Background: an optimization exercise with open tools, aiming at small area and a short achievable clock period. Do not read the settings as production practice. No run shown here included a check of the RTL's function; only the layout flow was run. Power and IR drop assume default switching activity.

===== flow/config.mk =====
export PLATFORM = sky130hd
export DESIGN_NAME = scoreboard_ctrl
export DESIGN_NICKNAME = scoreboard_ctrl
export VERILOG_FILES = /design/flow/design.v
export SDC_FILE = /design/flow/constraint.sdc
export NUM_CORES = 4
export LEC_CHECK = 0
export CAP_MARGIN = 20
export CORE_MARGIN = 2
export CORE_UTILIZATION = 65
export SETUP_SLACK_MARGIN = 1.5
export SLEW_MARGIN = 20

===== flow/flow/run.sh =====
#!/bin/bash
# Standard ORFS layout with two changes: the port buffers are plain buffers
# instead of the delay cells buffer_ports picks on its own, and the clock tree
# uses smaller clock buffers and no dummy balancing loads.
set -euo pipefail
export BUFFER_PORTS_ARGS="-buffer_cell sky130_fd_sc_hd__buf_2"
export CTS_ARGS="-sink_clustering_enable -repair_clock_nets -dont_use_dummy_load -buf_list sky130_fd_sc_hd__clkbuf_8 -sink_clustering_size 30"
bash standard.sh > make.log 2>&1

===== flow/standard.sh =====
#!/bin/bash
# synth_recipe.tcl (not shown) runs the flow's synth.tcl, then flattens the netlist and writes it again
# the make line also repeats each setting of config.mk as NAME=value (left out here)
make -C /OpenROAD-flow-scripts/flow DESIGN_CONFIG=/design/flow/config.mk WORK_HOME=/design/flow/orfs CLKGATE_MAP_FILE= SYNTH_SCRIPT=/design/flow/synth_recipe.tcl "${@:-finish}"

===== flow/design.v =====
package sb_pkg;
    typedef logic [31:0] inst_t;
    typedef logic [2:0]  fu_id_t;
    typedef logic [4:0]  reg_idx_t;
    typedef logic [4:0]  fu_op_t;
    localparam int num_fu = 4;
    localparam fu_id_t fu_none = 3'd0;
    localparam fu_id_t fu_alu  = 3'd1;
    localparam fu_id_t fu_mem  = 3'd2;
    localparam fu_id_t fu_mul  = 3'd3;
    localparam fu_id_t fu_div  = 3'd4;
    localparam fu_op_t alu_add   = 5'h01;
    localparam fu_op_t alu_sub   = 5'h02;
    localparam fu_op_t alu_and   = 5'h03;
    localparam fu_op_t alu_or    = 5'h04;
    localparam fu_op_t alu_xor   = 5'h05;
    localparam fu_op_t alu_sll   = 5'h06;
    localparam fu_op_t alu_srl   = 5'h07;
    localparam fu_op_t alu_slt   = 5'h08;
    localparam fu_op_t alu_sltu  = 5'h09;
    localparam fu_op_t alu_sra   = 5'h0a;
    localparam fu_op_t alu_imm   = 5'h10;
    localparam fu_op_t alu_lui   = 5'h1b;
    localparam fu_op_t alu_auipc = 5'h1c;
    localparam fu_op_t mem_lb  = 5'b0_000_0;
    localparam fu_op_t mem_lh  = 5'b0_001_0;
    localparam fu_op_t mem_lw  = 5'b0_010_0;
    localparam fu_op_t mem_lbu = 5'b0_100_0;
    localparam fu_op_t mem_lhu = 5'b0_101_0;
    localparam fu_op_t mem_sb  = 5'b0_000_1;
    localparam fu_op_t mem_sh  = 5'b0_001_1;
    localparam fu_op_t mem_sw  = 5'b0_010_1;
    localparam fu_op_t mul_mul    = 5'd0;
    localparam fu_op_t mul_mulh   = 5'd1;
    localparam fu_op_t mul_mulhsu = 5'd2;
    localparam fu_op_t mul_mulhu  = 5'd3;
    localparam fu_op_t div_div    = 5'd0;
    localparam fu_op_t div_divu   = 5'd1;
    localparam fu_op_t div_rem    = 5'd2;
    localparam fu_op_t div_remu   = 5'd3;
    localparam logic [6:0] opc_r     = 7'b0110011;
    localparam logic [6:0] opc_i     = 7'b0010011;
    localparam logic [6:0] opc_load  = 7'b0000011;
    localparam logic [6:0] opc_store = 7'b0100011;
    localparam logic [6:0] opc_lui   = 7'b0110111;
    localparam logic [6:0] opc_auipc = 7'b0010111;
    localparam logic [6:0] f7_base   = 7'h00;
    localparam logic [6:0] f7_muldiv = 7'h01;
    localparam logic [6:0] f7_alt    = 7'h20;
endpackage
module scoreboard_ctrl (
    input  logic                      clk,
    input  logic                      rst,
    input  sb_pkg::inst_t             inst,
    input  logic                      inst_valid,
    input  logic [sb_pkg::num_fu-1:0] fu_done,
    output logic                      issue_ack,
    output logic [sb_pkg::num_fu-1:0] ro_en,
    output sb_pkg::fu_op_t            ro_op,
    output sb_pkg::reg_idx_t          rs1_ctrl,
    output sb_pkg::reg_idx_t          rs2_ctrl,
    output logic                      reg_write,
    output sb_pkg::fu_id_t            wb_fu,
    output sb_pkg::reg_idx_t          rd_ctrl
);
    logic [4:1]      busy;     
    logic [4:1]      pre;      
    logic [4:1]      rdy1;     
    logic [4:1]      rdy2;
    logic [4:1]      rq;       
    logic [4:1]      done;     
    logic [4:1]      wbg;      
    logic [4:0]      rd_q;     
    logic [4:1][4:0] dst;      
    logic [4:1][4:0] src1;
    logic [4:1][4:0] src2;
    logic [4:0]      op1;      
    logic [3:0]      op2;      
    logic [1:0]      op3;      
    logic [1:0]      op4;
    logic [4:1][4:1] eq1, eq2;    
    logic [6:0] opc;
    logic [2:0] f3;
    logic [6:0] f7;
    logic [4:0] rd, rs1, rs2;
    assign opc = inst[6:0];
    assign f3  = inst[14:12];
    assign f7  = inst[31:25];
    assign rd  = inst[11:7];
    assign rs1 = inst[19:15];
    assign rs2 = inst[24:20];
    logic is_r, is_i, is_ld, is_st, is_lui, is_auipc;
    assign is_r     = (opc == sb_pkg::opc_r);
    assign is_i     = (opc == sb_pkg::opc_i);
    assign is_ld    = (opc == sb_pkg::opc_load);
    assign is_st    = (opc == sb_pkg::opc_store);
    assign is_lui   = (opc == sb_pkg::opc_lui);
    assign is_auipc = (opc == sb_pkg::opc_auipc);
    logic f7_0, f7_20, f7_1;
    assign f7_0  = (f7 == sb_pkg::f7_base);
    assign f7_20 = (f7 == sb_pkg::f7_alt);
    assign f7_1  = (f7 == sb_pkg::f7_muldiv);
    logic [4:1] val;           
    assign val[1] = (is_r && (f7_0 || (f7_20 && (f3 == 3'h0 || f3 == 3'h5)))) ||
                    (is_i && (f3 == 3'h1 ? f7_0 : (f3 == 3'h5 ? (f7_0 || f7_20) : 1'b1))) ||
                    is_lui || is_auipc;
    assign val[2] = (is_ld && (f3 != 3'h3 && f3 != 3'h6 && f3 != 3'h7)) ||
                    (is_st && !f3[2] && f3 != 3'h3);
    assign val[3] = is_r && f7_1 && !f3[2];
    assign val[4] = is_r && f7_1 &&  f3[2];
    logic [4:0] alu_op;
    logic       alu_alt;
    assign alu_alt = inst[30] && (inst[5] || f3 == 3'h5);
    always_comb begin
        case (f3)
            3'h0:    alu_op = alu_alt ? sb_pkg::alu_sub : sb_pkg::alu_add;
            3'h1:    alu_op = sb_pkg::alu_sll;
            3'h2:    alu_op = sb_pkg::alu_slt;
            3'h3:    alu_op = sb_pkg::alu_sltu;
            3'h4:    alu_op = sb_pkg::alu_xor;
            3'h5:    alu_op = alu_alt ? sb_pkg::alu_sra : sb_pkg::alu_srl;
            3'h6:    alu_op = sb_pkg::alu_or;
            default: alu_op = sb_pkg::alu_and;
        endcase
        if (!inst[5]) alu_op = alu_op | sb_pkg::alu_imm;
        if (inst[2])  alu_op = inst[5] ? sb_pkg::alu_lui : sb_pkg::alu_auipc;
    end
    logic [4:1][4:0] n_dst, n_src1, n_src2;
    logic [4:1]      has_s1, has_s2, has_d;
    assign has_d  = {1'b1, 1'b1, !inst[5], 1'b1};
    assign has_s1 = {1'b1, 1'b1, 1'b1, !inst[2]};
    assign has_s2 = {1'b1, 1'b1, inst[5], inst[5] && !inst[2]};
    always_comb begin
        for (int u = 1; u <= 4; u++) begin
            n_dst[u]  = has_d[u]  ? rd  : 5'd0;
            n_src1[u] = has_s1[u] ? rs1 : 5'd0;
            n_src2[u] = has_s2[u] ? rs2 : 5'd0;
        end
    end
    logic       rd_nz, rs1_nz, rs2_nz;
    assign rd_nz  = (rd  != 5'd0);
    assign rs1_nz = (rs1 != 5'd0);
    assign rs2_nz = (rs2 != 5'd0);
    logic [4:1] rs1_hit, rs2_hit, rd_hit;    
    logic [4:1] rd_s1, rd_s2;                
    always_comb begin
        for (int v = 1; v <= 4; v++) begin
            rs1_hit[v] = rs1_nz && (rs1 == dst[v]);
            rs2_hit[v] = rs2_nz && (rs2 == dst[v]);
            rd_hit[v]  = rd_nz  && (rd  == dst[v]);
            rd_s1[v]   = rd_nz  && (rd  == src1[v]);
            rd_s2[v]   = rd_nz  && (rd  == src2[v]);
        end
    end
    always_ff @(posedge clk) begin
        for (int u = 1; u <= 4; u++)
            for (int v = 1; v <= 4; v++)
                if (u != v) begin
                    if (!busy[u]) begin
                        eq1[u][v] <= has_s1[u] && rs1_hit[v];
                        eq2[u][v] <= has_s2[u] && rs2_hit[v];
                    end else if (!busy[v]) begin
                        eq1[u][v] <= has_d[v] && rd_s1[u];
                        eq2[u][v] <= has_d[v] && rd_s2[u];
                    end
                end
    end
    logic [4:1] rog, wake1, wake2;
    assign rog = {rq[4] & ~|rq[3:1], rq[3] & ~|rq[2:1], rq[2] & ~rq[1], rq[1]};
    always_comb begin
        for (int u = 1; u <= 4; u++) begin
            wake1[u] = 1'b0;
            wake2[u] = 1'b0;
            for (int v = 1; v <= 4; v++)
                if (v != u) begin
                    if (wbg[v] && eq1[u][v]) wake1[u] = 1'b1;
                    if (wbg[v] && eq2[u][v]) wake2[u] = 1'b1;
                end
            wake1[u] = wake1[u] && pre[u];
            wake2[u] = wake2[u] && pre[u];
        end
    end
    logic       waw, pend1, pend2, dec_valid, issue_en;
    logic [4:1] issue;
    assign waw   = |(busy & rd_hit);
    assign pend1 = |(busy & ~wbg & rs1_hit);
    assign pend2 = |(busy & ~wbg & rs2_hit);
    assign dec_valid = |val;
    always_comb begin
        for (int u = 1; u <= 4; u++)
            issue[u] = inst_valid && val[u] && !busy[u] && !(has_d[u] && waw);
    end
    assign issue_en = (inst_valid && !dec_valid) || (|issue);
    logic [4:1] busy_n, pre_n, rdy1_n, rdy2_n, done_n;
    always_comb begin
        for (int u = 1; u <= 4; u++) begin
            if (busy[u]) begin
                busy_n[u] = !wbg[u];
                pre_n[u]  = pre[u] && !rog[u];
                rdy1_n[u] = !rog[u] && !wbg[u] && (rdy1[u] || wake1[u]);
                rdy2_n[u] = !rog[u] && !wbg[u] && (rdy2[u] || wake2[u]);
                done_n[u] = !wbg[u] && (done[u] || fu_done[u-1]);
            end else begin
                busy_n[u] = issue[u];
                pre_n[u]  = 1'b1;
                rdy1_n[u] = issue[u] && !(has_s1[u] && pend1);
                rdy2_n[u] = issue[u] && !(has_s2[u] && pend2);
                done_n[u] = 1'b0;
            end
        end
    end
    logic [4:1] st1_n, st2_n, war_n, wbr_n, wbg_n;
    logic [4:0] rd_n;
    always_comb begin
        for (int u = 1; u <= 4; u++) begin
            st1_n[u] = busy[u] && rdy1_n[u];
            st2_n[u] = busy[u] && rdy2_n[u];
        end
        for (int v = 1; v <= 4; v++) begin
            war_n[v] = 1'b0;
            for (int u = 1; u <= 4; u++)
                if (u != v && ((st1_n[u] && eq1[u][v]) || (st2_n[u] && eq2[u][v])))
                    war_n[v] = 1'b1;
        end
    end
    assign wbr_n = busy & done_n & ~war_n;
    assign wbg_n = {wbr_n[4] & ~|wbr_n[3:1], wbr_n[3] & ~|wbr_n[2:1], wbr_n[2] & ~wbr_n[1], wbr_n[1]};
    assign rd_n  = wbr_n[1] ? dst[1] : wbr_n[2] ? dst[2] : wbr_n[3] ? dst[3] : dst[4];
    always_ff @(posedge clk or posedge rst) begin
        if (rst) begin
            busy      <= '0;
            rdy1      <= '0;
            rdy2      <= '0;
            rq        <= '0;
            wbg       <= '0;
            issue_ack <= 1'b0;
        end else begin
            busy      <= busy_n;
            rdy1      <= rdy1_n;
            rdy2      <= rdy2_n;
            rq        <= rdy1_n & rdy2_n;
            wbg       <= wbg_n;
            issue_ack <= issue_en;
        end
    end
    always_ff @(posedge clk) begin
        pre  <= pre_n;
        done <= done_n;
        rd_q <= rd_n;
        for (int u = 1; u <= 4; u++) begin
            if (!busy[u]) begin
                dst[u]  <= n_dst[u];
                src1[u] <= n_src1[u];
                src2[u] <= n_src2[u];
            end
        end
        if (!busy[1]) op1 <= alu_op;
        if (!busy[2]) op2 <= {f3, inst[5]};
        if (!busy[3]) op3 <= f3[1:0];
        if (!busy[4]) op4 <= f3[1:0];
    end
    assign ro_en     = rog;
    assign ro_op     = rq[1] ? op1 : rq[2] ? {1'b0, op2} : rq[3] ? {3'b0, op3} : {3'b0, op4};
    assign rs1_ctrl  = rq[1] ? src1[1] : rq[2] ? src1[2] : rq[3] ? src1[3] : src1[4];
    assign rs2_ctrl  = rq[1] ? src2[1] : rq[2] ? src2[2] : rq[3] ? src2[3] : src2[4];
    assign reg_write = |wbg;
    assign wb_fu     = {wbg[4], wbg[2] | wbg[3], wbg[1] | wbg[3]};
    assign rd_ctrl   = rd_q;
endmodule

===== flow/constraint.sdc =====
create_clock -name core_clock -period 4.5 [get_ports {clk}]
set_input_delay 0.9000 -clock core_clock [delete_from_list [all_inputs] [get_ports {clk}]]
set_output_delay 0.9000 -clock core_clock [all_outputs]
set_load 0.01 [all_outputs]

==> run notes, run 1 <==
FMAX=359.5 MHz; total power draw=0.003512 W; Most used DFF post-synth=edfxtp_1; met3 Use GR=7.294%; via count=5,274; Hold Buf Count CTS=0; Root Buffer=clkbuf_8; sequential area share after synthesis=52.52%; Final Hold Vio Count=0; Clk pin slew, worst setup/hold paths=0.07 ns; Pwr per Cell Area=462.8 nW/um^2; CTS H-tree lvls=4; max_cap viols=0; First-pass DRT Iterations=7; Synth Cell Area=7042 um^2; Clk Latency, worst-skew pair=0.45 ns; crit-path leading delay family=flip-flops; largest net degree at the start of global routing=34; Final TNS setup=0 ns; Synth area leader=edfxtp_1; multiplexer area fraction after synthesis=2.559%; CP Class=flop to primary output; gp weighted congestion=0.9287; WP data arrival=1.88 ns; XOR/XNOR Fraction of Synth Area=12.44%; row cnt=38; Slew Viols, Final=0; number of post-CTS setup repair buffers=0; ratio of cells with drive above 1 in the final layout=17.33%; WL/cell=22.45 um; RSZ-0062 raised after global routing=no; gr busiest metal=met2; number of synthesized flops with an enable pin=97; worst vdd ir=0.3092 mV; Synth warnings=1; CTS tree=built; first-pass GRT wire length=28,580 um; Final period util=61.81%; Worst Clk Skew=0.01256 ns; Synth cell types=62; top post-synthesis cells by area=edfxtp_1, xor2_1, dfrtp_1; Crit Path Max Fanout=14; post-synth top area share=41.36%; CP Launch Type=flop; Register Area=3702 um^2; Max stage delay on crit path=0.70 ns; Sink Count=131; final net count=722; Routed WL=18,430 um; Longest Clk Path Bufs=2; die area=11,680 um^2; # setup viols final=0; Post-Synth Adder-Cell Area=0%; Synth Area in Compound Gates=13.52%; DRT iter0 DRCs=415; fill cell count=821; most frequent cells in the layout=edfxtp_1, buf_2, xor2_1; total gr overflow=0; met1 usage in global routing=44.46%; vias per inst=6.424; CTS buffer count=17; met2 Use GR=53.14%; Synth Net Count=679; post-synthesis async set-or-reset flop share=16.03%; number of global-route vias before repair=5,223; commonest non-fill, non-tap cell in the layout=edfxtp_1; Chip Height=108.1 um; initial core utilization=65.82%; outcome=no timing/DRC/antenna violations; largest family of logic cells by synthesized area=simple AND/OR/NAND/NOR gates; Required @ worst endpoint=3.60 ns; DP HPWL=13,030 um; Worst Hold Class=flop to flop; gr usage total=33.73%; Avg Cell Area, Syn=11.00 um^2; Tmin final=2.782 ns; WP buf/inv=1; Crit-path slowest cell=dfrtp_2; Slew headroom=36.05%; Worst Tran Pin Value=0.9582 ns; io pins=68; Synth Area in Simple Gates=14.64%; crit path capture type=primary output; Die Wd=108.1 um; ANT nets after route=0; area of the multi-input gates=3043 um^2; number of port buffers=67; count of state elements after synthesis=131; number of antenna violations at the first check in global routing=0; core area=10,700 um^2; CP cell instances=mux2i_1 > nor2_1 > a21oi_1 > o21ai_0 > buf_2; P&R area growth vs syn=7.765%; static leakage power=2.974 nW; Gate Count Post-Synth=640; Remaining DRCs=0; number of inserted diodes=0
[stage by stage]
step                cell area (um^2)  hold WS [ns]  utilization [%]  std cells  setup WS, ns
floorplan                       7042        0.4351                -        640         1.898
global placement                7338        0.4666            68.60        803         1.313
detailed placement              7338        0.4694            68.60        803         1.207
CTS                             7576        0.4817            70.82        820         1.546
global route                    7589        0.5262            70.94        821         1.564
finish                          7589        0.4756            70.94        821         1.718
[layer usage]
metal | wire length, um | up-vias | part of all wire (%)
met3 | 1491 | 52 | 8.1
li1 | - | 2371 | -
met1 | 7363 | 2583 | 40
met2 | 8895 | 268 | 48
met5 | 0 | - | 0
met4 | 684 | 0 | 3.7
[synthesized netlist by cell type (3+ instances only)]
cell type	instances
o31ai_1	3
clkbuf_1	23
nor3_1	13
nand2b_1	5
buf_4	4
o21a_1	3
nand2_1	44
o22ai_1	6
a21oi_1	24
o21ai_0	47
nor3b_1	3
xor2_1	66
buf_2	9
o211ai_1	3
nand4_1	4
a22oi_1	7
a221oi_2	5
edfxtp_1	97
and2_1	19
nor2b_1	13
or4_1	4
or2_2	3
o21bai_1	3
a211oi_1	3
buf_6	4
a222oi_1	7
nand3_1	20
dfrtp_1	21
inv_1	20
xnor2_1	34
buf_1	6
nor4_1	12
nor2_1	35
a21boi_0	3
mux2i_1	18
dfxtp_1	13
[sequential cells by signal, indices dropped and copies added (netlist names)]
register   cells
busy           4
done           4
dst           20
eq1           12
eq2           12
issue_ack      1
op1            5
op2            4
op3            2
op4            2
pre            4
rd_q           5
rdy1           4
rdy2           4
rq             4
src1          20
src2          20
wbg            4
[worst min-delay path, stage by stage, from the launching register on]
cell and delay, ns:
dfxtp_1 0.32, inv_1 0.05, o21ai_0 0.06
[repair_timing]
action                     CTS  global route
gates resized for setup      3             3
pin swaps                    0             0
setup endpoints to repair   21            11
cloned                       0             1
[final cells by class]
class / instances / area share, %
Clock buffer: 17 / 3.083
Inverter: 20 / 1.039
Multi-Input combinational cell: 443 / 40.10
Sequential cell: 131 / 48.79
Tap cell: 140 / 2.308
Timing Repair Buffer: 69 / 4.617
Timing Repair inverter: 1 / 0.06595
[final timing paths]
check                        from       end  slack, ns  cells after the start
max                         rq[3]  ro_op[1]       1.72                      5
min in group asynchronous     rst     rq[1]       0.61                      2
min reg2reg                pre[1]    pre[1]       0.48                      2
max in group asynchronous     rst     rq[3]       3.31                      2
max reg2reg                 rq[2]   rd_q[2]       1.73                      7
min                        pre[1]    pre[1]       0.48                      2
[kinds of logic (layout without fill, tap and decap cells)]
| logic type | count (synthesis) | in the layout |
|---|---|---|
| multiplexers | 18 | 18 |
| flip-flops | 131 | 131 |
| AND/OR/NAND/NOR | 192 | 192 |
| buffers and inverters | 66 | 107 |
| XOR/XNOR | 100 | 100 |
| AO/OA/AOI/OAI | 133 | 133 |
[power by group]
group / switching [W] / internal, W
clock: 0.000387 / 0.000331
combinational: 0.000556 / 0.000337
sequential: 0.000273 / 0.00163
total: 0.00122 / 0.00230
==> inputs of run 2 (changes only) <==
--- a/flow/flow/run.sh
+++ b/flow/flow/run.sh
@@ -5,4 +5,4 @@
 set -euo pipefail
 export BUFFER_PORTS_ARGS="-buffer_cell sky130_fd_sc_hd__buf_2"
-export CTS_ARGS="-sink_clustering_enable -repair_clock_nets -dont_use_dummy_load -buf_list sky130_fd_sc_hd__clkbuf_8 -sink_clustering_size 30"
+export CTS_ARGS="-sink_clustering_enable -repair_clock_nets -dont_use_dummy_load -buf_list sky130_fd_sc_hd__clkbuf_4 -sink_clustering_size 30"
 bash standard.sh > make.log 2>&1
==> run 2 against run 1 <==
Still clean on timing, DRC and antenna. Clock power is 26% lower. Clock skew rose by 0.0087 ns. Register-to-register slack barely moved. Sequential power barely moved. Fmax fell by 0.98%. Global-route usage decreased by 0.14 points. Worst hold slack gained 0.012 ns. Cell area shrank 1.4%.
==> run notes, run 2 <==
die area=11,680 um^2 (unchanged); initial core utilization=65.82% (unchanged); Pwr per Cell Area=443.4 nW/um^2 (-4.2%); Sink Count=131 (unchanged); Slew headroom=36.93% (+0.88 points); Final Instance Area=7482 um^2 (-1.4%); Routed WL=18,420 um (about the same); Synth warnings=1 (unchanged); total power draw=0.003318 W (-5.5%); Chip Height=108.1 um (unchanged); core area=10,700 um^2 (unchanged); Final period util=62.43% (+0.61 points); Worst Clk Skew=0.02123 ns (+0.008665 ns); Synth area leader=edfxtp_1; post-placement cell count=803 (unchanged); total gr overflow=0 (unchanged); Max stage delay on crit path=0.71 ns (about the same); Required @ worst endpoint=3.60 ns (about the same); number of port buffers=67 (unchanged); Synth cell types=62 (unchanged); number of inserted diodes=0 (unchanged); Root Buffer=clkbuf_4; post-synth top area share=41.36% (unchanged); Placed Instance Area=7338 um^2 (unchanged); vias per inst=6.390 (-0.53%); io pins=68 (unchanged); CTS buffer count=17 (unchanged); gr usage total=33.59% (-0.14 points); crit path capture type=primary output; Reg-to-Reg Start=rq[2]; RSZ-0062 raised after global routing=no; largest net degree at the start of global routing=34 (unchanged); Longest Clk Path Bufs=2 (unchanged); Synth Net Count=679 (unchanged); P&R area growth vs syn=6.254%; CP Class=flop to primary output; Remaining DRCs=0 (unchanged); ANT nets after route=0 (unchanged); via count=5,246 (-0.53%); Clk Latency, worst-skew pair=0.56 ns (+0.11 ns); number of global-route vias before repair=5,140 (-1.6%); Slew Viols, Final=0 (unchanged); non-filler cells, final=821 (unchanged); # setup viols final=0 (unchanged); static leakage power=2.930 nW (-1.5%); synth cell count leaders=edfxtp_1, xor2_1, o21ai_0, nand2_1, nor2_1; outcome=no timing/DRC/antenna violations; DRT iter0 DRCs=507 (+22%); number of antenna violations at the first check in global routing=0 (unchanged); Final Hold Vio Count=0 (unchanged); WL/cell=22.44 um (about the same); WP buf/inv=1 (unchanged); worst vdd ir=0.3102 mV (+0.32%); DP HPWL=13,030 um (unchanged); commonest non-fill, non-tap cell in the layout=edfxtp_1; first-pass GRT wire length=28,400 um (-0.63%); most numerous cell in the Yosys netlist=edfxtp_1; CP Launch Type=flop; fill cell count=835 (+1.7%); Gate Count Post-Synth=640 (unchanged); Worst Tran Pin Value=0.9450 ns (-0.01317 ns); Hold Buf Count CTS=0 (unchanged); count of state elements after synthesis=131 (unchanged); dpl ws=1.207 ns (unchanged); final net count=722 (unchanged); leading registers by flop count=dst: 20 flops, src1: 20 flops, src2: 20 flops; Worst Hold Class=input pin to asynchronous set/reset pin; Die Wd=108.1 um (unchanged); gp weighted congestion=0.9287 (unchanged); max_cap viols=0 (unchanged); WP data arrival=1.91 ns (+0.03 ns); Crit-path slowest cell=dfrtp_2; sequential area share after synthesis=52.52% (unchanged); Setup crit start=rq[2]; final worst slack=1.691 ns (-0.02766 ns); post-synthesis async set-or-reset flop share=16.03% (unchanged); Synth Cell Area=7042 um^2 (unchanged); Final TNS setup=0 ns (unchanged); Tmin final=2.809 ns (+0.02766 ns); CTS tree=built; Most used DFF post-synth=edfxtp_1; CTS H-tree lvls=4 (unchanged); number of synthesized flops with an enable pin=97 (unchanged); crit-path leading delay family=flip-flops; CP cell instances=nor2b_2 > a22o_1 > buf_2; Avg Cell Area, Syn=11.00 um^2 (unchanged); FMAX=356.0 MHz (-0.98%); most frequent cells in the layout=edfxtp_1, buf_2, xor2_1; Clk pin slew, worst setup/hold paths=0.10 ns (+0.03 ns); ratio of cells with drive above 1 in the final layout=17.18% (-0.15 points); number of post-CTS setup repair buffers=0 (unchanged); Crit Path Max Fanout=27 (+13); row cnt=38 (unchanged); First-pass DRT Iterations=6 (-1); top post-synthesis cells by area=edfxtp_1, xor2_1, dfrtp_1
-- run 2: layer usage --
layer  part of all wire [%]  global-route usage (%)  vias up
met3                    7.9                   7.113       52
met1                     40                   44.38     2554
met2                     48                   53.14      265
met4                    3.4                   16.30        0
met5                      0                       0        -
li1                       -                       -     2375
-- run 2: power breakdown --
| group | switching (W) | total (W) | internal [W] |
|---|---|---|---|
| Sequential | 0.000274 | 0.00190 | 0.00163 |
| Clock | 0.000358 | 0.000530 | 0.000172 |
| Combinational | 0.000552 | 0.000889 | 0.000337 |
-- run 2: cell families (layout without fill, tap and decap cells) --
logic type             after synthesis  after routing  synth area share [%]
AND/OR/NAND/NOR                    192            192                 14.64
AO/OA/AOI/OAI                      133            133                 13.52
flip-flops                         131            131                 52.52
XOR/XNOR                           100            100                 12.44
buffers and inverters               66            107                 4.318
multiplexers                        18             18                 2.559
-- run 2: per-stage QoR --
step | hold slack [ns] | util, %
after floorplan | 0.4351 | -
after global placement | 0.4666 | 68.60
after detailed placement | 0.4694 | 68.60
after CTS | 0.4864 | 69.82
after global routing | 0.5305 | 69.94
final | 0.4878 | 69.94
-- run 2: what timing repair did --
item,in CTS,in global routing
gates resized for setup,3,3
cloned,0,1
setup endpoints to repair,23,12
-- run 2: cell type report --
| cell class | instances | area (um^2) | area share (%) |
|---|---|---|---|
| Clock buffer | 17 | 127.6 | 1.706 |
| Sequential cell | 131 | 3705 | 49.51 |
| Multi-Input combinational cell | 443 | 3040 | 40.64 |
| Inverter | 20 | 78.83 | 1.054 |
| Timing Repair inverter | 1 | 5.005 | 0.06689 |
| Timing Repair Buffer | 69 | 350.3 | 4.682 |
| Tap cell | 140 | 175.2 | 2.341 |
-- run 2: worst paths after layout --
kind | endpoint | slack, ns | cells past startpoint
max in group asynchronous | rq[3] | 3.37 | 2
min in group core_clock | pre[1] | 0.49 | 2
setup / recovery | ro_op[3] | 1.69 | 3
setup reg to reg | rd_q[2] | 1.73 | 7
hold reg to reg | pre[1] | 0.49 | 2
hold / removal | rq[1] | 0.49 | 2
-- run 2: worst reg2reg max path: stages, from the launching register on --
cell and delay [ns]:
dfrtp_2 0.71, nor2b_2 0.36, or2_1 0.16, o21ba_1 0.20, a222oi_1 0.33, and3_2 0.43, and2b_4 0.28, a221oi_2 0.24
==> inputs of run 3 (changes only) <==
--- a/flow/flow/run.sh
+++ b/flow/flow/run.sh
@@ -5,4 +5,4 @@
 set -euo pipefail
 export BUFFER_PORTS_ARGS="-buffer_cell sky130_fd_sc_hd__buf_2"
-export CTS_ARGS="-sink_clustering_enable -repair_clock_nets -dont_use_dummy_load -buf_list sky130_fd_sc_hd__clkbuf_4 -sink_clustering_size 30"
+export CTS_ARGS="-sink_clustering_enable -repair_clock_nets -dont_use_dummy_load -buf_list sky130_fd_sc_hd__clkbuf_8 -sink_clustering_size 30"
 bash standard.sh > make.log 2>&1
--- a/flow/config.mk
+++ b/flow/config.mk
@@ -9,4 +9,4 @@
 export CORE_MARGIN = 2
 export CORE_UTILIZATION = 65
-export SETUP_SLACK_MARGIN = 1.5
+export SETUP_SLACK_MARGIN = 2.0
 export SLEW_MARGIN = 20
==> run 3 against run 2 <==
Still clean on timing, DRC and antenna. Via count rose by 3.3%. Register-to-register slack improved by 0.28 ns. Global-route usage rose by 0.44 points. Non-clock buffer count rose by 19. Worst hold slack improved by 0.0083 ns. First-iteration DRC count fell by 0.79%. Combinational power rose by 6.3%. Synthesized area did not move. Die area did not move. Clock power rose by 36%. Largest cell class unchanged. Highest routed layer unchanged.
==> run notes, run 3 <==
worst vdd ir=0.3683 mV (+19%); Worst Clk Skew=0.01745 ns (-0.003778 ns); dpl ws=1.252 ns (+0.04454 ns); Synth area leader=edfxtp_1; total gr overflow=0 (unchanged); Slew Viols, Final=0 (unchanged); Final TNS setup=0 ns (unchanged); Final Hold Vio Count=0 (unchanged); CP Launch Type=flop; DRT iter0 DRCs=503 (-0.79%); fill cell count=774 (-7.3%); Synth Cell Area=7042 um^2 (unchanged); ANT nets after route=0 (unchanged); row cnt=38 (unchanged); Remaining DRCs=0 (unchanged); WL/cell=23.26 um (+3.6%); # setup viols final=0 (unchanged); vias per inst=6.458 (+1.1%); CTS tree=built; non-filler cells, final=839 (+2.2%); Avg Cell Area, Syn=11.00 um^2 (unchanged); Synth cell types=62 (unchanged); Most used DFF post-synth=edfxtp_1; Synth Net Count=679 (unchanged); Pwr per Cell Area=451.2 nW/um^2 (+1.8%); top post-synthesis cells by area=edfxtp_1, xor2_1, dfrtp_1; Longest Clk Path Bufs=2 (unchanged); initial core utilization=65.82% (unchanged); final worst slack=1.854 ns (+0.1638 ns); die area=11,680 um^2 (unchanged); Root Buffer=clkbuf_8; Clk Latency, worst-skew pair=0.45 ns (-0.11 ns); via count=5,418 (+3.3%); WP data arrival=1.75 ns (-0.16 ns); Required @ worst endpoint=3.60 ns (about the same); CTS buffer count=17 (unchanged); Sink Count=131 (unchanged); FMAX=378.0 MHz (+6.2%); First-pass DRT Iterations=8 (+2); largest net degree at the start of global routing=29 (-15%); Worst Tran Pin Value=0.9343 ns (-0.01067 ns); Chip Height=108.1 um (unchanged); CP Class=flop to primary output; gp weighted congestion=0.9255 (-0.34%); core area=10,700 um^2 (unchanged); leading registers by flop count=dst: 20 flops, src1: 20 flops, src2: 20 flops; Crit Path Max Fanout=6 (-78%); number of global-route vias before repair=5,418 (+5.4%); ratio of cells with drive above 1 in the final layout=22.60% (+5.4 points); number of port buffers=67 (unchanged); Tmin final=2.646 ns (-0.1638 ns); outcome=no timing/DRC/antenna violations; Hold Buf Count CTS=0 (unchanged); Die Wd=108.1 um (unchanged); DP HPWL=13,110 um (+0.60%); Clk pin slew, worst setup/hold paths=0.06 ns (-0.04 ns); max_cap viols=0 (unchanged); most numerous cell in the Yosys netlist=edfxtp_1; RSZ-0062 raised after global routing=yes; Gate Count Post-Synth=640 (unchanged); Final period util=58.79% (-3.6 points); post-synthesis async set-or-reset flop share=16.03% (unchanged); CTS H-tree lvls=4 (unchanged); static leakage power=3.096 nW (+5.7%); number of inserted diodes=0 (unchanged); most frequent cells in the layout=edfxtp_1, xor2_1, buf_2; final core utilization=73.99% (+4.0 points); P&R area growth vs syn=12.40%; commonest non-fill, non-tap cell in the layout=edfxtp_1; Synth warnings=1 (unchanged); Slew headroom=37.64% (+0.71 points); post-synth top area share=41.36% (unchanged); crit path capture type=primary output; sequential area share after synthesis=52.52% (unchanged); number of antenna violations at the first check in global routing=0 (unchanged); final net count=740 (+2.5%); synth cell count leaders=edfxtp_1, xor2_1, o21ai_0, nand2_1, nor2_1; count of state elements after synthesis=131 (unchanged); Worst Hold Class=flop to flop; Routed WL=19,510 um (+5.9%); post-placement cell count=802 (-0.12%); first-pass GRT wire length=28,800 um (+1.4%); gr usage total=34.02% (+0.44 points); number of synthesized flops with an enable pin=97 (unchanged); io pins=68 (unchanged)
==> run 3: cell counts after synthesis <==
Identical to the previous run, type by type.
==> run 3: path summary, 6_finish.rpt <==
kind / slack [ns] / from / end / cells after the start
setup / recovery: 1.85 / rq[2] / ro_op[3] / 4
hold / removal: 0.50 / done[2] / done[2] / 2
setup reg to reg: 2.01 / rq[2] / rd_q[1] / 8
hold reg to reg: 0.50 / done[2] / done[2] / 2
max in group asynchronous: 3.20 / rst / rq[2] / 2
min in group asynchronous: 0.64 / rst / rq[4] / 2
==> run 3: logic make-up (layout without fill, tap and decap cells) <==
family,Yosys count,after routing,share of synthesized area (%)
simple gates,192,192,14.64
compound gates,133,133,13.52
flops,131,131,52.52
xor+xnor,100,100,12.44
buf+inv,66,125,4.318
mux,18,18,2.559
==> run 3: power breakdown <==
part | switching (W) | internal (W) | leakage, nW
logic | 0.000570 | 0.000375 | 1.52
registers | 0.000274 | 0.00163 | 1.45
clock network | 0.000389 | 0.000332 | 0.122
total | 0.00123 | 0.00234 | 3.10
==> run 3: per-stage QoR <==
stage,hold slack (ns),total power [W],cell area (um^2)
global placement,0.4648,0.002740,7360
CTS,0.4952,0.003514,7746
global route,0.5167,0.003727,7915
finish,0.4961,0.003572,7915
detailed placement,0.4773,0.002779,7360
floorplan,0.4351,0.002442,7076
==> run 3: critical path, stage by stage (launching register included) <==
cell and delay, ns:
dfrtp_4 0.51, clkbuf_4 0.24, nor2b_2 0.26, a22o_1 0.17, buf_2 0.13
==> run 3: what timing repair did <==
| action | 4_1_cts | 5_1_grt |
|---|---|---|
| gates cloned | 0 | 0 |
| setup buffers | 12 | 8 |
| endpoints found under the setup margin | 38 | 37 |
| gates resized for setup | 27 | 29 |
| pin swaps | 3 | 13 |
==> run 3: layer usage <==
metal  vias up  track usage [%]  part of all wire, %
li1       2414                -                    -
met4         0            16.03                  3.1
met1      2638            41.33                   40
met5         -                0                    0
met2       308            56.15                   49
met3        58            9.825                  7.6
==> run 3: layout make-up <==
cell class | instances | area [um^2] | area share, %
Multi-Input combinational cell | 443 | 3159 | 39.91
Tap cell | 140 | 175.2 | 2.213
Timing Repair Buffer | 88 | 555.5 | 7.019
Inverter | 20 | 75.07 | 0.9485
Sequential cell | 131 | 3716 | 46.95
Clock buffer | 17 | 234.0 | 2.956
==> inputs of run 4 (changes only) <==
--- a/flow/design.v
+++ b/flow/design.v
@@ -226,5 +226,5 @@
     assign wbr_n = busy & done_n & ~war_n;
     assign wbg_n = {wbr_n[4] & ~|wbr_n[3:1], wbr_n[3] & ~|wbr_n[2:1], wbr_n[2] & ~wbr_n[1], wbr_n[1]};
-    assign rd_n  = wbr_n[1] ? dst[1] : wbr_n[2] ? dst[2] : wbr_n[3] ? dst[3] : dst[4];
+    assign rd_n  = ({5{wbg_n[1]}} & dst[1]) | ({5{wbg_n[2]}} & dst[2]) | ({5{wbg_n[3]}} & dst[3]) | ({5{wbg_n[4]}} & dst[4]);
     always_ff @(posedge clk or posedge rst) begin
         if (rst) begin
@@ -261,7 +261,10 @@
     end
     assign ro_en     = rog;
-    assign ro_op     = rq[1] ? op1 : rq[2] ? {1'b0, op2} : rq[3] ? {3'b0, op3} : {3'b0, op4};
-    assign rs1_ctrl  = rq[1] ? src1[1] : rq[2] ? src1[2] : rq[3] ? src1[3] : src1[4];
-    assign rs2_ctrl  = rq[1] ? src2[1] : rq[2] ? src2[2] : rq[3] ? src2[3] : src2[4];
+    assign ro_op     = ({5{rog[1]}} & op1) | ({5{rog[2]}} & {1'b0, op2}) |
+                       ({5{rog[3]}} & {3'b0, op3}) | ({5{rog[4]}} & {3'b0, op4});
+    assign rs1_ctrl  = ({5{rog[1]}} & src1[1]) | ({5{rog[2]}} & src1[2]) |
+                       ({5{rog[3]}} & src1[3]) | ({5{rog[4]}} & src1[4]);
+    assign rs2_ctrl  = ({5{rog[1]}} & src2[1]) | ({5{rog[2]}} & src2[2]) |
+                       ({5{rog[3]}} & src2[3]) | ({5{rog[4]}} & src2[4]);
     assign reg_write = |wbg;
     assign wb_fu     = {wbg[4], wbg[2] | wbg[3], wbg[1] | wbg[3]};
--- a/flow/config.mk
+++ b/flow/config.mk
@@ -8,5 +8,5 @@
 export CAP_MARGIN = 20
 export CORE_MARGIN = 2
-export CORE_UTILIZATION = 65
-export SETUP_SLACK_MARGIN = 2.0
+export CORE_UTILIZATION = 70
+export SETUP_SLACK_MARGIN = 1.8
 export SLEW_MARGIN = 20
==> run 4 against run 3 <==
Still clean. Count of clock-buffer cells in the layout unchanged. Synthesized area fell by 1.1%. Fmax is 11% lower. Total power down 4.6%. Critical path depth up 2. Synthesized cell count up 0.78%. Worst hold slack got worse by 0.027 ns. Clock power about the same. Die area decreased by 7.9%. First-iteration DRC count up 20%. Critical path type unchanged. Critical endpoint is now rs1_ctrl[1]. Largest power group unchanged. Highest routed layer unchanged.
==> run notes, run 4 <==
outcome=no timing/DRC/antenna violations; RSZ-0062 raised after global routing=yes; Slew headroom=32.06% (-5.6 points); Synth area leader=edfxtp_1; Pwr per Cell Area=443.6 nW/um^2 (-1.7%); Reg-to-Reg Start=wbg[2]; io pins=68 (unchanged); synth cell count leaders=edfxtp_1, xor2_1, o21ai_0, nand2_1, xnor2_1; Gate Count Post-Synth=645 (+0.78%); Synth cell types=64 (+3.2%); row cnt=36 (-5.3%); core area=9729 um^2 (-9.1%); ratio of cells with drive above 1 in the final layout=17.72% (-4.9 points); die area=10,760 um^2 (-7.9%); Tmin final=2.980 ns (+0.3341 ns); most frequent cells in the layout=edfxtp_1, xor2_1, buf_2; CTS H-tree lvls=4 (unchanged); commonest non-fill, non-tap cell in the layout=edfxtp_1; final worst slack=1.520 ns (-0.3341 ns); Most used DFF post-synth=edfxtp_1; count of state elements after synthesis=131 (unchanged); Remaining DRCs=0 (unchanged); Routed WL=18,700 um (-4.2%); largest net degree at the start of global routing=32 (+10%); crit path capture type=primary output; P&R area growth vs syn=10.28%; Synth warnings=1 (unchanged); post-synthesis async set-or-reset flop share=16.03% (unchanged); number of antenna violations at the first check in global routing=0 (unchanged); leading registers by flop count=dst: 20 flops, src1: 20 flops, src2: 20 flops; Reg power frac=55.9% (+2.5 points); Sink Count=131 (unchanged); vias per inst=6.727 (+4.2%); Comb pwr share=22.9% (-3.6 points); Final Hold Vio Count=0 (unchanged); Synth Cell Area=6964 um^2 (-1.1%); sequential area share after synthesis=53.11% (+0.59 points); gr usage total=35.90% (+1.9 points); ANT nets after route=0 (unchanged); dpl ws=0.9895 ns (-0.2624 ns); Cell Int Power=0.002252 W (-3.7%); number of inserted diodes=0 (unchanged); Hold Buf Count CTS=0 (unchanged); Crit Path Max Fanout=14 (+8); Worst Hold Launch=done[1]; first-pass GRT wire length=28,980 um (+0.63%); number of port buffers=67 (unchanged); DRT iter0 DRCs=604 (+20%); WL/cell=22.61 um (-2.8%); Avg Cell Area, Syn=10.80 um^2 (-1.9%); CTS buffer count=17 (unchanged); Setup crit start=rq[2]; Longest Clk Path Bufs=2 (unchanged); static leakage power=3.077 nW (-0.61%); post-synth top area share=41.83% (+0.46 points); gp weighted congestion=0.9336 (+0.88%); Clk Latency, worst-skew pair=0.46 ns (about the same); Worst Hold Class=flop to flop; Hold WS=0.4695 ns (-0.02655 ns); most numerous cell in the Yosys netlist=edfxtp_1; number of global-route vias before repair=5,361 (-1.1%); number of synthesized flops with an enable pin=97 (unchanged); clock share of power=21.2% (+1.0 points); Clk pin slew, worst setup/hold paths=0.06 ns (about the same); worst vdd ir=0.3928 mV (+6.7%); First-pass DRT Iterations=7 (-1); post-placement cell count=804 (+0.25%); initial core utilization=71.58% (+5.8 points); total gr overflow=0 (unchanged); CP Launch Type=flop; FMAX=335.6 MHz (-11%); Synth Net Count=684 (+0.74%); via count=5,563 (+2.7%); CP Class=flop to primary output; Worst Clk Skew=0.02096 ns (+0.003504 ns); Chip Height=103.7 um (-4.0%); Slew Viols, Final=0 (unchanged); non-filler cells, final=827 (-1.4%); switching part of the total=33.90% (-0.62 points); final net count=735 (-0.68%); DP HPWL=13,020 um (-0.68%); Die Wd=103.7 um (-4.0%); Root Buffer=clkbuf_8; top post-synthesis cells by area=edfxtp_1, xor2_1, dfrtp_1; # setup viols final=0 (unchanged); Worst Tran Pin Value=1.018 ns (+0.08363 ns); WP data arrival=2.08 ns (+0.33 ns); CTS tree=built; Required @ worst endpoint=3.60 ns (about the same); total power draw=0.003407 W (-4.6%); Final TNS setup=0 ns (unchanged); max_cap viols=0 (unchanged); Final period util=66.21% (+7.4 points); Switching Power=0.001155 W (-6.3%)
run 4: layout make-up:
class | instances | area (um^2)
Fill cell | 643 | 2049
Multi-Input combinational cell | 441 | 3005
Tap cell | 133 | 166.4
Sequential cell | 131 | 3707
Clock buffer | 17 | 234.0
Inverter | 30 | 118.9
Timing Repair Buffer | 75 | 447.9
run 4: worst paths after layout:
check	endpoint	slack, ns	depth (start not counted)
min in group asynchronous	busy[3]	0.61	2
worst min-delay path	done[1]	0.47	2
worst min register to register	done[1]	0.47	2
max in group asynchronous	rq[2]	3.27	2
worst max register to register	rd_q[3]	1.87	7
worst max-delay path	rs1_ctrl[1]	1.52	6
run 4: power by group through the flow:
| stage | registers [W] | clock network (W) | logic (W) |
|---|---|---|---|
| floorplan | 0.00179 | 0 | 0.000576 |
| global placement | 0.00190 | 0 | 0.000723 |
| detailed placement | 0.00191 | 0 | 0.000750 |
| CTS | 0.00189 | 0.000717 | 0.000762 |
| global route | 0.00193 | 0.000771 | 0.000840 |
| finish | 0.00191 | 0.000721 | 0.000780 |
run 4: cell families (layout without fill, tap and decap cells):
group                  Yosys count  count (layout)  synth area share [%]
buffers and inverters           73             122                 4.366
AND/OR/NAND/NOR                198             198                 15.36
XOR/XNOR                       100             100                 12.58
AO/OA/AOI/OAI                  143             143                 14.59
flip-flops                     131             131                 53.11
run 4: critical path: stages, from the launching register on:
cell,delay [ns]
dfrtp_4,0.49
or4b_4,0.52
clkinvlp_4,0.12
buf_12,0.15
a22oi_1,0.07
o21ai_0,0.11
buf_2,0.18
run 4: timing repair:
item / in CTS / in global routing
endpoints found under the hold margin: 0 / 0
setup buffers: 6 / 0
gates resized for setup: 10 / 19
gates cloned: 0 / 0
pin swaps: 3 / 0
endpoints found under the setup margin: 34 / 26
run 4: layer usage:
| layer | track usage (%) | vias up | wire [um] |
|---|---|---|---|
| li1 | - | 2438 | - |
| met1 | 45.50 | 2649 | 6888 |
| met2 | 57.90 | 403 | 9045 |
| met3 | 9.629 | 73 | 1913 |
| met4 | 17.08 | 0 | 852 |
| met5 | 0 | - | 0 |
run 4: through the flow:
stage	instance area, um^2	util, %
finish	7680	78.94
global route	7680	78.94
CTS	7616	78.28
detailed placement	7289	74.92
global placement	7289	74.92
floorplan	6968	-
==> inputs of run 5 (changes only) <==
--- a/flow/design.v
+++ b/flow/design.v
@@ -68,5 +68,5 @@
     logic [4:1]      rdy1;     
     logic [4:1]      rdy2;
-    logic [4:1]      rq;       
+    logic [4:1]      rog;      
     logic [4:1]      done;     
     logic [4:1]      wbg;      
@@ -166,6 +166,5 @@
                 end
     end
-    logic [4:1] rog, wake1, wake2;
-    assign rog = {rq[4] & ~|rq[3:1], rq[3] & ~|rq[2:1], rq[2] & ~rq[1], rq[1]};
+    logic [4:1] wake1, wake2;
     always_comb begin
         for (int u = 1; u <= 4; u++) begin
@@ -226,5 +225,8 @@
     assign wbr_n = busy & done_n & ~war_n;
     assign wbg_n = {wbr_n[4] & ~|wbr_n[3:1], wbr_n[3] & ~|wbr_n[2:1], wbr_n[2] & ~wbr_n[1], wbr_n[1]};
-    assign rd_n  = ({5{wbg_n[1]}} & dst[1]) | ({5{wbg_n[2]}} & dst[2]) | ({5{wbg_n[3]}} & dst[3]) | ({5{wbg_n[4]}} & dst[4]);
+    assign rd_n  = wbr_n[1] ? dst[1] : wbr_n[2] ? dst[2] : wbr_n[3] ? dst[3] : dst[4];
+    logic [4:1] rq_n, rog_n;
+    assign rq_n  = rdy1_n & rdy2_n;
+    assign rog_n = {rq_n[4] & ~|rq_n[3:1], rq_n[3] & ~|rq_n[2:1], rq_n[2] & ~rq_n[1], rq_n[1]};
     always_ff @(posedge clk or posedge rst) begin
         if (rst) begin
@@ -232,5 +234,5 @@
             rdy1      <= '0;
             rdy2      <= '0;
-            rq        <= '0;
+            rog       <= '0;
             wbg       <= '0;
             issue_ack <= 1'b0;
@@ -239,5 +241,5 @@
             rdy1      <= rdy1_n;
             rdy2      <= rdy2_n;
-            rq        <= rdy1_n & rdy2_n;
+            rog       <= rog_n;
             wbg       <= wbg_n;
             issue_ack <= issue_en;
==> run 5 against run 4 <==
Non-clock buffer count down 1. Critical path depth up 3. Sequential cell count unchanged. Clock power down 2%. Core utilization up 1.4 points. Combinational power down 23%. Fmax up 9.1%. Still clean.
==> run notes, run 5 <==
outcome=no timing/DRC/antenna violations; Synth Area in Compound Gates=12.63% (-2.0 points); Hold Buf Count CTS=0 (unchanged); Hold Crit Endpoint=done[1]; synth cell count leaders=edfxtp_1, xor2_1, nand2_1, xnor2_1, nor2_1; reg2reg path depth=8 (+1); # setup viols final=0 (unchanged); Pwr per Cell Area=410.0 nW/um^2 (-7.6%); die area=10,510 um^2 (-2.4%); static leakage power=3.048 nW (-0.95%); reg2reg end=rog[4]; RSZ-0062 raised after global routing=yes; Root Buffer=clkbuf_8; most frequent cells in the layout=edfxtp_1, xor2_1, buf_2; Die Wd=102.5 um (-1.2%); non-filler cells, final=796 (-3.7%); Final Hold Vio Count=0 (unchanged); row cnt=35 (-2.8%); gr usage total=36.90% (+0.99 points); Slew Viols, Final=0 (unchanged); via count=5,402 (-2.9%); initial core utilization=72.84% (+1.3 points); CTS H-tree lvls=4 (unchanged); Slew headroom=39.75% (+7.7 points); crit-path leading delay family=simple AND/OR/NAND/NOR gates; number of antenna violations at the first check in global routing=0 (unchanged); Avg Cell Area, Syn=10.94 um^2 (+1.3%); top post-synthesis cells by area=edfxtp_1, dfrtp_1, xor2_1; DP HPWL=12,940 um (-0.64%); post-placement cell count=773 (-3.9%); Final period util=60.67% (-5.5 points); Worst Tran Pin Value=0.9027 ns (-0.1153 ns); Synth warnings=1 (unchanged); CP Class=input pin to flop; Chip Height=102.5 um (-1.2%); total gr overflow=0 (unchanged); WP buf/inv=1 (-2); ANT nets after route=0 (unchanged); vias per inst=6.786 (+0.89%); worst vdd ir=0.2646 mV (-33%); ratio of cells with drive above 1 in the final layout=18.29% (+0.57 points); Synth area leader=edfxtp_1; leading registers by flop count=dst: 20 flops, src1: 20 flops, src2: 20 flops; CP Launch Type=input pin; Reg-to-Reg Start=busy[2]; number of inserted diodes=0 (unchanged); Clk pin slew, worst setup/hold paths=0.06 ns (about the same); Final TNS setup=0 ns (unchanged); XOR/XNOR Fraction of Synth Area=12.89% (+0.31 points); WL/cell=23.40 um (+3.5%); number of port buffers=67 (unchanged); number of synthesized flops with an enable pin=97 (unchanged); sequential area share after synthesis=54.44% (+1.3 points); post-synthesis async set-or-reset flop share=16.03% (unchanged); Crit-path slowest cell=or4_4; largest family of logic cells by synthesized area=simple AND/OR/NAND/NOR gates; Synth cell types=50 (-22%); post-synth top area share=42.87% (+1.0 points); Required @ worst endpoint=4.81 ns (+1.21 ns); WP data arrival=3.04 ns (+0.96 ns); first-pass GRT wire length=28,270 um (-2.5%); Gate Count Post-Synth=621 (-3.7%); r2r setup slk=1.96 ns (+0.09 ns); Placed Instance Area=7123 um^2 (-2.3%); Worst Clk Skew=0.03507 ns (+0.01411 ns); final core utilization=80.36% (+1.4 points); Sink Count=131 (unchanged); Tmin final=2.730 ns (-0.2494 ns); FMAX=366.3 MHz (+9.1%); First-pass DRT Iterations=7 (unchanged); core area=9328 um^2 (-4.1%); P&R area growth vs syn=10.33% (about the same); CP cell instances=buf_12 > or4_4 > o211ai_1 > nor3_1 > or4_4 > nand2_2 > a41o_2 > a22oi_2 > and4_1; Remaining DRCs=0 (unchanged); final net count=708 (-3.7%); commonest non-fill, non-tap cell in the layout=edfxtp_1; io pins=68 (unchanged); Final Instance Area=7496 um^2 (-2.4%); hold path depth=2 (unchanged); Longest Clk Path Bufs=2 (unchanged); count of state elements after synthesis=131 (unchanged); multiplexer area fraction after synthesis=1.860% (+1.9 points); Clk Latency, worst-skew pair=0.44 ns (-0.02 ns); Post-Synth Adder-Cell Area=0% (unchanged); crit path capture type=flop; CTS tree=built; most frequent CP cell=or4_4; largest net degree at the start of global routing=30 (-6.3%); Worst Hold Class=flop to flop; DRT iter0 DRCs=668 (+11%); Synth Net Count=660 (-3.5%); Crit Path Max Fanout=4 (-10); max_cap viols=0 (unchanged); Max stage delay on crit path=0.61 ns (+0.09 ns); Most used DFF post-synth=edfxtp_1; Levels on crit path=9 (+3); CTS buffer count=17 (unchanged); Synth Area in Simple Gates=14.59% (-0.78 points); gp weighted congestion=1.039 (+11%); number of global-route vias before repair=5,240 (-2.3%); Worst Hold Launch=done[1]; Routed WL=18,630 um (-0.40%); most numerous cell in the Yosys netlist=edfxtp_1; Synth Cell Area=6794 um^2 (-2.4%)
run 5: cell count changes in the layout (fill, tap and decap cells not counted), sizes merged, moves of 7 or more:
cell	previous run	this run
o21ai	43	34
xnor2	34	41
o21a	0	7
nand2	39	57
xor2	66	59
and2	20	8
nand3	25	17
a222oi	1	11
inv	29	16
mux2i	0	7
o22ai	13	6
run 5: stage by stage:
step / setup WS (ns) / power, W / hold slack (ns)
floorplan: 1.492 / 0.002107 / 0.4367
global placement: 1.265 / 0.002319 / 0.4633
detailed placement: 1.174 / 0.002346 / 0.4637
CTS: 1.777 / 0.003046 / 0.4783
global route: 1.705 / 0.003177 / 0.4905
finish: 1.770 / 0.003073 / 0.4743
run 5: final cells by class:
type,count,area [um^2]
fill,576,1832
inverter,16,60.06
timing repair buffer,74,441.7
tap,129,161.4
clock buffer,17,234.0
multi-input combinational,429,2898
sequential,131,3701
run 5: report_power, final:
part	leakage, nW	internal (W)	total, W	switching, W
Sequential	1.46	0.00154	0.00176	0.000217
Clock	0.122	0.000332	0.000709	0.000377
Combinational	1.46	0.000232	0.000602	0.000370
Total	3.05	0.00211	0.00307	0.000964
run 5: per-layer routing:
metal  vias to the layer above  share of wire (%)  GRT usage, %
met5                         -                  0             0
met3                        91                 11         8.542
met4                         0                4.9         18.05
li1                       2334                  -             -
met1                      2538                 36         48.19
met2                       439                 48         58.67
run 5: what timing repair did:
item	4_1_cts	5_1_grt
buffers inserted	4	2
hold endpoints to repair	0	0
pin swaps	8	9
gates resized for setup	15	20
endpoints found under the setup margin	7	13
gates cloned	0	0
run 5: how the worst max path moves through the flow:
stage | from | to
floorplan | inst[17] | rog[4]
global placement | inst[5] | rog[4]
detailed placement | inst[5] | rog[4]
CTS | inst[16] | rog[4]
global route | inst[11] | rog[4]
finish | inst[16] | rog[4]
run 5: cell families after synthesis:
| family | Yosys count |
|---|---|
| AND/OR/NAND/NOR | 197 |
| flip-flops | 131 |
| AO/OA/AOI/OAI | 120 |
| XOR/XNOR | 100 |
| buffers and inverters | 61 |
| multiplexers | 12 |
run 5: worst register-to-register path, delay by kind of cell, from the launching register on:
family | cells | cell delay, ns
and+or+nand+nor | 6 | 1.42
DFF | 1 | 0.65
AOI/OAI and AO/OA | 2 | 0.41
==> inputs of run 6 (changes only) <==
--- a/flow/config.mk
+++ b/flow/config.mk
@@ -9,4 +9,4 @@
 export CORE_MARGIN = 2
 export CORE_UTILIZATION = 70
-export SETUP_SLACK_MARGIN = 1.8
+export SETUP_SLACK_MARGIN = 1.5
 export SLEW_MARGIN = 20
==> run 6 against run 5 <==
Synthesized cell count unchanged. Routed wire length down 0.64%. Sequential power about the same. Still clean.
==> run notes, run 6 <==
Slew headroom=41.62% (+1.9 points); core area=9328 um^2 (unchanged); non-filler cells, final=792 (-0.50%); first-pass GRT wire length=27,810 um (-1.6%); DP HPWL=13,090 um (+1.2%); Die Wd=102.5 um (unchanged); most numerous cell in the Yosys netlist=edfxtp_1; Worst Clk Skew=0.02175 ns (-0.01331 ns); Most used DFF post-synth=edfxtp_1; Slew Viols, Final=0 (unchanged); io pins=68 (unchanged); worst vdd ir=0.2952 mV (+12%); count of state elements after synthesis=131 (unchanged); outcome=no timing/DRC/antenna violations; CTS H-tree lvls=4 (unchanged); CP Launch Type=input pin; WL/cell=23.37 um (-0.14%); Remaining DRCs=0 (unchanged); Sink Count=131 (unchanged); die area=10,510 um^2 (unchanged); # setup viols final=0 (unchanged); r2r setup slk=1.74 ns (-0.22 ns); Hold Buf Count CTS=0 (unchanged); post-placement cell count=774 (+0.13%); Routed WL=18,510 um (-0.64%); Worst Tran Pin Value=0.8747 ns (-0.02795 ns); Synth Cell Area=6794 um^2 (unchanged); DRT iter0 DRCs=561 (-16%); total gr overflow=0 (unchanged); most frequent CP cell=or4_4; First-pass DRT Iterations=8 (+1); number of synthesized flops with an enable pin=97 (unchanged); row cnt=35 (unchanged); initial core utilization=72.84% (unchanged); Synth area leader=edfxtp_1; Pwr per Cell Area=415.4 nW/um^2 (+1.3%); Final Hold Vio Count=0 (unchanged); Final period util=62.61% (+1.9 points); crit path capture type=flop; largest net degree at the start of global routing=30 (unchanged); number of antenna violations at the first check in global routing=0 (unchanged); Avg Cell Area, Syn=10.94 um^2 (unchanged); number of port buffers=67 (unchanged); Crit Path Max Fanout=9 (+5); top post-synthesis cells by area=edfxtp_1, dfrtp_1, xor2_1; Clk pin slew, worst setup/hold paths=0.07 ns (about the same); via count=5,340 (-1.1%); number of global-route vias before repair=5,171 (-1.3%); P&R area growth vs syn=8.545%; Clk Latency, worst-skew pair=0.45 ns (about the same); Synth cell types=50 (unchanged); number of inserted diodes=0 (unchanged); post-synth top area share=42.87% (unchanged); gr usage total=36.86% (-0.039 points); Required @ worst endpoint=4.84 ns (+0.03 ns); WP data arrival=3.16 ns (+0.12 ns); Final TNS setup=0 ns (unchanged); CTS buffer count=17 (unchanged); most frequent cells in the layout=edfxtp_1, buf_2, xor2_1; Synth warnings=1 (unchanged); ratio of cells with drive above 1 in the final layout=15.84% (-2.5 points); synth cell count leaders=edfxtp_1, xor2_1, nand2_1, xnor2_1, nor2_1; static leakage power=3.002 nW (-1.5%); CTS tree=built; Longest Clk Path Bufs=2 (unchanged); RSZ-0062 raised after global routing=no; Synth Net Count=660 (unchanged); Gate Count Post-Synth=621 (unchanged); commonest non-fill, non-tap cell in the layout=edfxtp_1; Max stage delay on crit path=0.58 ns (-0.03 ns); gp weighted congestion=1.019 (-1.9%); leading registers by flop count=dst: 20 flops, src1: 20 flops, src2: 20 flops; CP cell instances=buf_2 > or4_4 > nor2_1 > nor4_1 > or4_4 > nand2_1 > a41o_2 > a22oi_2 > and4_1; Chip Height=102.5 um (unchanged); vias per inst=6.742 (-0.65%); final net count=704 (-0.56%); Root Buffer=clkbuf_8; Crit-path slowest cell=or4_4; sequential area share after synthesis=54.44% (unchanged); CP Class=input pin to flop; post-synthesis async set-or-reset flop share=16.03% (unchanged); max_cap viols=0 (unchanged); FMAX=354.9 MHz (-3.1%); Worst Hold Class=flop to flop; Tmin final=2.817 ns (+0.08710 ns); ANT nets after route=0 (unchanged)
-- run 6: final cells by class --
class,instances,area [um^2]
timing repair buffer,70,360.3
sequential,131,3699
inverter,16,60.06
fill,609,1953
clock buffer,17,234.0
tap,129,161.4
multi-input combinational,429,2860
-- run 6: kinds of logic after synthesis --
group	synth area share [%]
AND/OR/NAND/NOR	14.59
flip-flops	54.44
AO/OA/AOI/OAI	12.63
buffers and inverters	3.591
multiplexers	1.860
XOR/XNOR	12.89
-- run 6: repair_timing --
item / 4_1_cts / 5_1_grt
buffers inserted: 0 / 1
gates resized for setup: 0 / 1
endpoints found under the setup margin: 0 / 2
-- run 6: power by group --
| part | leakage (nW) | internal, W | switching (W) |
|---|---|---|---|
| sequential | 1.46 | 0.00154 | 0.000211 |
| clock | 0.122 | 0.000331 | 0.000382 |
| combinational | 1.42 | 0.000223 | 0.000372 |
-- run 6: per-layer routing --
layer	global-route usage, %	vias up	share of wire (%)
met4	20.31	0	4.8
met2	59.78	363	48
met5	0	-	0
met3	8.475	86	9.4
li1	-	2324	-
met1	46.13	2567	37
-- run 6: through the flow --
step / setup slack, ns / util [%] / area (um^2) / hold slack, ns / total power, W
6_report: 1.683 / 79.06 / 7375 / 0.4765 / 0.003063
3_5_place_dp: 1.102 / 76.45 / 7131 / 0.4667 / 0.002353
2_1_floorplan: 1.492 / - / 6813 / 0.4367 / 0.002107
5_1_grt: 1.585 / 79.06 / 7375 / 0.5092 / 0.003166
3_3_place_gp: 1.214 / 76.45 / 7131 / 0.4685 / 0.002320
4_1_cts: 1.556 / 78.95 / 7365 / 0.4763 / 0.003049
-- run 6: path summary, 6_finish.rpt --
kind / from / endpoint / cells past startpoint
max in group asynchronous: rst / rdy1[1] / 2
max: inst[17] / rog[4] / 9
min: done[1] / done[1] / 2
min reg2reg: done[1] / done[1] / 2
min in group asynchronous: rst / rdy2[3] / 2
max reg2reg: wbg[1] / rd_q[1] / 8
-- run 6: critical path, delay by kind of cell --
| family | cells | cell delay [ns] |
|---|---|---|
| and+or+nand+nor | 6 | 1.79 |
| AOI/OAI and AO/OA | 2 | 0.30 |
| buffers and inverters | 1 | 0.17 |
==> inputs of run 7 (changes only) <==
--- a/flow/config.mk
+++ b/flow/config.mk
@@ -8,5 +8,5 @@
 export CAP_MARGIN = 20
 export CORE_MARGIN = 2
-export CORE_UTILIZATION = 70
+export CORE_UTILIZATION = 65
 export SETUP_SLACK_MARGIN = 1.5
 export SLEW_MARGIN = 20
==> run 7 against run 6 <==
Still clean. Fmax down 1.3%. First-iteration DRC count shrank 2.0%. Register-to-register slack lost 0.08 ns. Setup slack got worse by 0.039 ns. Synthesized cell count is the same. Sequential power hardly changed. Clock skew hardly changed. Critical path depth fell by 1. Count of clock-buffer cells in the layout is the same. Die area grew 7.4%. Total power fell by 0.33%. Synthesized area unchanged. Critical path type unchanged. Critical endpoint unchanged. Highest routed layer unchanged.
==> run notes, run 7 <==
outcome=no timing/DRC/antenna violations; Worst Hold Class=flop to flop; number of antenna violations at the first check in global routing=0 (unchanged); CP Launch Type=input pin; leading registers by flop count=dst: 20 flops, src1: 20 flops, src2: 20 flops; Synth warnings=1 (unchanged); initial core utilization=66.41% (-6.4 points); Synth Net Count=660 (unchanged); vias per inst=6.518 (-3.3%); FMAX=350.2 MHz (-1.3%); largest family of logic cells by synthesized area=simple AND/OR/NAND/NOR gates; Post-Synth Adder-Cell Area=0% (unchanged); Chip Height=106.2 um (+3.6%); multiplexer area fraction after synthesis=1.860% (unchanged); count of state elements after synthesis=131 (unchanged); CTS H-tree lvls=4 (unchanged); Crit-path slowest cell=or4_4; worst vdd ir=0.3929 mV (+33%); synth cell count leaders=edfxtp_1, xor2_1, nand2_1, xnor2_1, nor2_1; top post-synthesis cells by area=edfxtp_1, dfrtp_1, xor2_1; final net count=704 (unchanged); # setup viols final=0 (unchanged); post-synth top area share=42.87% (unchanged); number of inserted diodes=0 (unchanged); Slew Viols, Final=0 (unchanged); Slew headroom=38.64% (-3.0 points); Required @ worst endpoint=4.82 ns (-0.02 ns); Placed Instance Area=7132 um^2 (about the same); die area=11,290 um^2 (+7.4%); DP HPWL=12,630 um (-3.5%); Root Buffer=clkbuf_8; via count=5,208 (-2.5%); Avg Cell Area, Syn=10.94 um^2 (unchanged); Synth Area in Compound Gates=12.63% (unchanged); number of global-route vias before repair=5,140 (-0.60%); post-synthesis async set-or-reset flop share=16.03% (unchanged); CTS tree=built; crit-path leading delay family=simple AND/OR/NAND/NOR gates; Worst Clk Skew=0.02164 ns (-0.0001099 ns); crit path capture type=flop; ratio of cells with drive above 1 in the final layout=15.99% (+0.15 points); Pwr per Cell Area=413.5 nW/um^2 (-0.46%); Clk Latency, worst-skew pair=0.43 ns (-0.02 ns); Tmin final=2.856 ns (+0.03853 ns); CP cell instances=buf_2 > or4_4 > nor2_1 > nor4_1 > or4_4 > o21bai_1 > a22oi_2 > and4_1; largest net degree at the start of global routing=30 (unchanged); io pins=68 (unchanged); most frequent CP cell=or4_4; Synth cell types=50 (unchanged); Synth Area in Simple Gates=14.59% (unchanged); First-pass DRT Iterations=7 (-1); Routed WL=17,950 um (-3.0%); Synth Cell Area=6794 um^2 (unchanged); Final Hold Vio Count=0 (unchanged); Final TNS setup=0 ns (unchanged); Die Wd=106.2 um (+3.6%); XOR/XNOR Fraction of Synth Area=12.89% (unchanged); Final Instance Area=7385 um^2 (+0.14%); Worst Tran Pin Value=0.9194 ns (+0.04469 ns); most numerous cell in the Yosys netlist=edfxtp_1; Max stage delay on crit path=0.59 ns (about the same); gp weighted congestion=1.050 (+3.0%); Sink Count=131 (unchanged); Most used DFF post-synth=edfxtp_1; Final period util=63.46% (+0.86 points); Remaining DRCs=0 (unchanged); max_cap viols=0 (unchanged); Crit Path Max Fanout=9 (unchanged); Clk pin slew, worst setup/hold paths=0.08 ns (about the same); first-pass GRT wire length=27,810 um (unchanged); row cnt=37 (+5.7%); commonest non-fill, non-tap cell in the layout=edfxtp_1; WL/cell=22.46 um (-3.9%); number of port buffers=67 (unchanged); CTS buffer count=17 (unchanged); Synth area leader=edfxtp_1; Gate Count Post-Synth=621 (unchanged); CP Class=input pin to flop; most frequent cells in the layout=edfxtp_1, buf_2, xor2_1; Longest Clk Path Bufs=2 (unchanged); WP buf/inv=1 (unchanged); core area=10,230 um^2 (+9.7%); P&R area growth vs syn=8.692%; sequential area share after synthesis=54.44% (unchanged); WP data arrival=3.18 ns (+0.02 ns); Hold Buf Count CTS=0 (unchanged); ANT nets after route=0 (unchanged); DRT iter0 DRCs=550 (-2.0%); gr usage total=33.46% (-3.4 points); RSZ-0062 raised after global routing=no; total gr overflow=0 (unchanged); number of synthesized flops with an enable pin=97 (unchanged); static leakage power=2.997 nW (-0.19%)
==> run 7: cell counts after synthesis <==
Identical to the previous run, type by type.
==> run 7: routing by layer <==
metal	vias up	track usage, %	part of all wire, %	wire [um]
li1	2324	-	-	-
met1	2503	43.51	40	7110
met2	324	55.22	48	8686
met3	57	7.051	9.3	1664
met4	0	13.16	2.7	484
met5	-	0	0	0
==> run 7: logic make-up (layout without fill, tap and decap cells) <==
family	after synthesis	count (layout)
xor gates and xnor gates	100	100
buffers and inverters	61	103
and+or+nand+nor	197	197
muxes	12	12
DFF	131	131
AOI/OAI and AO/OA	120	120
==> run 7: cell type report <==
cell class	instances	area [um^2]
timing repair buffer	69	352.8
inverter	16	63.81
multi-input combinational	429	2860
clock buffer	17	234.0
tap	136	170.2
sequential	131	3699
fill	767	2846
timing repair inverter	1	5.005
==> run 7: stage by stage <==
step / hold WS (ns) / std cells / total power, W / setup WS (ns) / utilization [%]
6_report: 0.4757 / 799 / 0.003053 / 1.644 / 72.18
5_1_grt: 0.4998 / 799 / 0.003179 / 1.493 / 72.18
4_1_cts: 0.4824 / 797 / 0.003033 / 1.535 / 71.99
3_5_place_dp: 0.4709 / 780 / 0.002342 / 1.085 / 69.71
3_3_place_gp: 0.4703 / 780 / 0.002327 / 1.230 / 69.71
2_1_floorplan: 0.4367 / 621 / 0.002107 / 1.492 / -
==> run 7: power by group <==
part / leakage [nW] / internal [W] / switching (W)
Sequential: 1.46 / 0.00154 / 0.000214
Clock: 0.122 / 0.000332 / 0.000377
Combinational: 1.41 / 0.000220 / 0.000365
==> run 7: timing repair <==
| action | in CTS | in global routing |
|---|---|---|
| setup buffers | 0 | 1 |
| setup endpoints to repair | 0 | 6 |
| resized for setup | 0 | 2 |
==> run 7: final timing paths <==
path	end	slack, ns	depth (start not counted)	start
worst max-delay path	rog[4]	1.64	8	inst[17]
worst min-delay path	done[3]	0.48	2	done[3]
worst max register to register	rog[4]	1.66	8	busy[1]
worst min register to register	done[3]	0.48	2	done[3]
max in group asynchronous	busy[1]	3.35	2	rst
min in group asynchronous	rdy2[2]	0.62	2	rst
==> run 7: worst reg2reg max path, cell delays in order (launching register included) <==
cell	delay, ns
dfrtp_1	0.70
clkinvlp_4	0.53
nor2_1	0.35
nand3_1	0.11
o2111a_1	0.20
nand2b_1	0.17
a41o_1	0.28
a22oi_2	0.22
and4_1	0.24

what the ideal ports hide:
Ports are ideal in the flow. The routed layouts listed here were re-timed in OpenROAD. Step 1 sets driving cells, clkbuf_16 on the clock port and buf_2 on the other inputs (assumed; they add their load-dependent delay and slew). Step 2 also shifts input and output timing later by t, the mid clock arrival at the registers, as if the neighbouring blocks saw the same clock. Three values: ideal ports, drivers, drivers and shift; two values: the first two.
run | shift t [ns] | slack for setup (ns) | worst setup path after step 2 | worst data-port slew with drivers (ns)
run 1 | 0.477 | 1.718 / 1.682 / 1.347 | input to register | 0.03
run 2 | 0.584 | 1.691 / 1.658 / 1.170 | input to register | 0.03
run 3 | 0.477 | 1.854 / 1.817 / 1.571 | input to register | 0.03
run 4 | 0.482 | 1.520 / 1.484 / 1.393 | input to register | 0.04
run 5 | 0.456 | 1.770 / 1.760 / 1.305 | input to register | 0.07
run 6 | 0.471 | 1.683 / 1.697 / 1.226 | input to register | 0.03
run 7 | 0.456 | 1.644 / 1.658 / 1.204 | input to register | 0.04
After both steps setup and hold are still met in every run listed. The setup slack of run 2, which loses most, moves by -0.033 ns with the drivers and by -0.521 ns with both steps.
